Source: an optimization exercise on an open RTL-to-GDS flow (aim: small area, a short achievable clock period and few clock cycles per item). Production flows keep margins and buffers that such runs may drop.
In this exercise RTL edits were held to simulation tests only and were not proved equivalent to the original.
No activity file was given, so power comes from the tool's default toggle rates.

==> flow/design.v <==
package eda_regional_max_pkg;
    localparam int DEF_M            = 8;
    localparam int DEF_N            = 8;
    localparam int DEF_PIXEL_WIDTH  = 8;
    localparam int DEF_WINDOW_WIDTH = 3;
    localparam int DEF_I_WIDTH      = 3;
    localparam int DEF_J_WIDTH      = 3;
endpackage
module regional_max_window (
    input  logic clk,
    input  logic rearm_i,   
    input  logic a_i,       
    input  logic b_i,       
    output logic eq_o       
);
    logic eq_q;
    always_ff @(posedge clk) eq_q <= (eq_q & ~(a_i ^ b_i)) | rearm_i;
    assign eq_o = eq_q;
endmodule
module regional_max
#(
    parameter int M            = eda_regional_max_pkg::DEF_M,
    parameter int N            = eda_regional_max_pkg::DEF_N,
    parameter int PIXEL_WIDTH  = eda_regional_max_pkg::DEF_PIXEL_WIDTH,
    parameter int WINDOW_WIDTH = eda_regional_max_pkg::DEF_WINDOW_WIDTH,
    parameter int I_WIDTH      = eda_regional_max_pkg::DEF_I_WIDTH,
    parameter int J_WIDTH      = eda_regional_max_pkg::DEF_J_WIDTH,
    parameter int ADDR_WIDTH   = I_WIDTH + J_WIDTH
) (
    input  logic                   clk,
    input  logic                   reset_n,
    input  logic [PIXEL_WIDTH-1:0] pixel_in,
    input  logic [ADDR_WIDTH-1:0]  rd_addr,
    input  logic                   start,
    input  logic [ADDR_WIDTH-1:0]  wr_addr,
    input  logic                   write_en,
    output logic                   done,
    output logic [M*N-1:0]        matrix_output
);
    localparam int P  = M * N;
    logic unused_rd_addr;
    assign unused_rd_addr = ^rd_addr;
    logic          busy_q;      
    logic          cmp_q;       
    logic          itr_q;       
    logic          done_q;
    logic          changed;
    logic [PIXEL_WIDTH-1:0] img_q [P];
    logic [PIXEL_WIDTH-1:0] bsel_q;   
    logic [P-1:0]           bp;       
    for (genvar p = 0; p < P; p++) begin : g_img
        localparam int R = p / N;
        localparam int C = p % N;
        always_ff @(posedge clk) begin
            if (write_en && !busy_q && wr_addr[ADDR_WIDTH-1:J_WIDTH] == I_WIDTH'(R) &&
                wr_addr[J_WIDTH-1:0] == J_WIDTH'(C))
                img_q[p] <= pixel_in;
        end
        assign bp[p] = |(img_q[p] & bsel_q);
    end
    logic [P-1:0] flag_q;    
    logic [P-1:0] snd;       
    logic [P-1:0] clr;       
    assign snd = bp | ({P{itr_q}} & ~flag_q);
    logic rearm;
    assign rearm = ~busy_q & ~(start & ~done_q);
    function automatic int dr(input int d);
        case (d)
            0, 1, 7: dr = -1;
            3, 4, 5: dr = 1;
            default: dr = 0;
        endcase
    endfunction
    function automatic int dc(input int d);
        case (d)
            1, 2, 3: dc = 1;
            5, 6, 7: dc = -1;
            default: dc = 0;
        endcase
    endfunction
    for (genvar p = 0; p < P; p++) begin : g_pix
        localparam int R = p / N;
        localparam int C = p % N;
        logic [7:0] nb_eq;    
        logic [7:0] nb_hit;   
        for (genvar d = 0; d < 8; d++) begin : g_dir
            localparam int RR = R + dr(d);
            localparam int CC = C + dc(d);
            localparam bit V  = (RR >= 0) && (RR < M) && (CC >= 0) && (CC < N);
            localparam int Q  = V ? RR * N + CC : 0;
            if (V && d >= 2 && d <= 5) begin : g_own
                logic e_eq;
                regional_max_window u_edge (
                    .clk    (clk),
                    .rearm_i(rearm),
                    .a_i    (bp[p]),
                    .b_i    (bp[Q]),
                    .eq_o   (e_eq)
                );
                assign nb_eq[d] = e_eq;
            end else if (V) begin : g_peer
                assign nb_eq[d] = g_pix[Q].g_dir[(d + 4) % 8].g_own.e_eq;
            end else begin : g_none
                assign nb_eq[d] = 1'b0;
            end
            if (V) begin : g_s
                assign nb_hit[d] = nb_eq[d] & snd[Q];
            end else begin : g_ns
                assign nb_hit[d] = 1'b0;
            end
        end
        assign clr[p] = ~bp[p] & (|nb_hit);
    end
    assign changed = |(flag_q & clr);
    logic chg_q;
    always_ff @(posedge clk) chg_q <= changed | cmp_q;
    localparam logic [PIXEL_WIDTH-1:0] MSB = {1'b1, {(PIXEL_WIDTH-1){1'b0}}};
    always_ff @(posedge clk) begin
        if (!reset_n) begin
            busy_q  <= 1'b0;
            cmp_q   <= 1'b0;
            itr_q   <= 1'b0;
            bsel_q  <= MSB;
            done_q  <= 1'b0;
            flag_q  <= '0;
        end else begin
            done_q  <= 1'b0;
            if (!busy_q) begin
                if (start) begin
                    busy_q  <= 1'b1;
                    cmp_q   <= 1'b1;
                    if (done_q) begin
                        flag_q <= '1;
                    end else begin
                        flag_q <= ~clr;
                        bsel_q <= bsel_q >> 1;
                    end
                end
            end else if (cmp_q) begin
                bsel_q <= bsel_q >> 1;
                flag_q <= flag_q & ~clr;
                if (bsel_q[0]) begin
                    cmp_q  <= 1'b0;
                    itr_q  <= 1'b1;
                end
            end else if (itr_q) begin
                flag_q <= flag_q & ~clr;
                if (!chg_q) begin
                    itr_q  <= 1'b0;
                    busy_q <= 1'b0;
                    done_q <= 1'b1;
                    bsel_q <= MSB;
                end
            end
        end
    end
    assign done          = done_q;
    assign matrix_output = flag_q;
endmodule
Settings: LEC_CHECK=0, ABC_CLOCK_PERIOD_IN_PS=3000, CAP_MARGIN=20, CORE_MARGIN=2, CORE_UTILIZATION=60, SLEW_MARGIN=20; clock period 9.0 ns.
standard.sh (not shown) runs the stock make flow with config.mk's settings and CLKGATE_MAP_FILE= SYNTH_SCRIPT=/design/flow/synth_recipe.tcl, a recipe that flattens the netlist after the stock synthesis.
==> flow/flow/run.sh <==
#!/bin/bash
# Standard layout, with timing repair aiming 6 ns above the 9 ns clock's
# requirement (i.e. for a 3 ns period), to find the shortest period the design
# reaches. The clock and constraints are the design's, unchanged.
set -euo pipefail
export SETUP_SLACK_MARGIN=6.0
bash standard.sh finish > standard_flow.log 2>&1
Testbench counts at the start, summed over its fixed seeds: cycles 38,141, images 512.
==> next run, changes <==
- ABC_AREA: not set -> 1
Flip-flop and latch count is unchanged.
Fmax rose by 15%.
Wire length rose by 2.3%.
Power fell by 0.89%.
Clock-buffer cell count rose by 8.
Via count rose by 16%.
Global-route usage fell by 1.1 points.
Final area fell by 1.8%.
Combinational power fell by about 4%.

* * *

purple:
Another version of the RTL of regional_max (not shown whole).
Size in the first run: about 2500 cells after synthesis, ~810 flip-flops, ~33000 sq um of cells after synthesis.
## regional_max
module regional_max
#(
    parameter int M            = eda_regional_max_pkg::DEF_M,
    parameter int N            = eda_regional_max_pkg::DEF_N,
    parameter int PIXEL_WIDTH  = eda_regional_max_pkg::DEF_PIXEL_WIDTH,
    parameter int WINDOW_WIDTH = eda_regional_max_pkg::DEF_WINDOW_WIDTH,
    parameter int I_WIDTH      = eda_regional_max_pkg::DEF_I_WIDTH,
    parameter int J_WIDTH      = eda_regional_max_pkg::DEF_J_WIDTH,
    parameter int ADDR_WIDTH   = I_WIDTH + J_WIDTH
) (
    input  logic                   clk,
    input  logic                   reset_n,
    input  logic [PIXEL_WIDTH-1:0] pixel_in,
    input  logic [ADDR_WIDTH-1:0]  rd_addr,
    input  logic                   start,
    input  logic [ADDR_WIDTH-1:0]  wr_addr,
    input  logic                   write_en,
    output logic                   done,
    output logic [M*N-1:0]        matrix_output
);
    localparam int P  = M * N;
    logic unused_rd_addr;
    assign unused_rd_addr = ^rd_addr;
  ...
Settings: LEC_CHECK=0, ABC_CLOCK_PERIOD_IN_PS=3000, CAP_MARGIN=20, CORE_MARGIN=2, CORE_UTILIZATION=60, SLEW_MARGIN=20; clock period 9.0 ns.
Scripts as last shown in full above: flow/flow/run.sh
Testbench counts of purple, summed over its fixed seeds: cycles 38,141, images 512.
Setup changes, purple to green
Settings: ABC_AREA: unset -> 1.
- green did not stop at any stage, and its layout met the timing, DRC and antenna checks.
- Higher layout-stage area growth over the synthesis result among green and purple: purple
- green vs. purple: power density normalized to cell area went up by about 11%.
- Comparing green and purple, the lower net count of the finished layout is on purple.
- Of green and purple, the lower non-clock buffer count belongs to green.
- Comparing share of power burned in the clock network for green and purple, the smaller number came from green.

[port drivers added, routing unchanged]
The flow's constraints put no driver on any port. The routed layouts listed below were extracted and timed again, unchanged, in two steps. Step 1 sets driving cells, clkbuf_16 on the clock port and buf_2 on the other inputs (assumed; they add their load-dependent delay and slew). Step 2 also shifts input and output timing later by t, the mid clock arrival at the registers, as if the neighbouring blocks saw the same clock. a / b / c = ideal ports / drivers / drivers and shift; a / b = the first two.
run	t, ns	slack for setup (ns)	slew at the worst register clock pin (ns)	worst slew at a driven data input, ns
the first run of note 1	0.700	5.549 / 5.549 / 5.364	0.06 / 0.06	0.03
the second run of note 1	0.704	6.000 / 5.958 / 5.420	0.06 / 0.06	0.03
purple	0.703	5.960 / 5.977 / 5.298	0.06 / 0.06	0.04
green	0.700	5.964 / 5.958 / 5.352	0.06 / 0.06	0.05
After both steps setup and hold are still met in every run listed. For purple, which loses most, drivers alone change the setup slack by +0.017 ns; drivers and shift together by -0.662 ns.
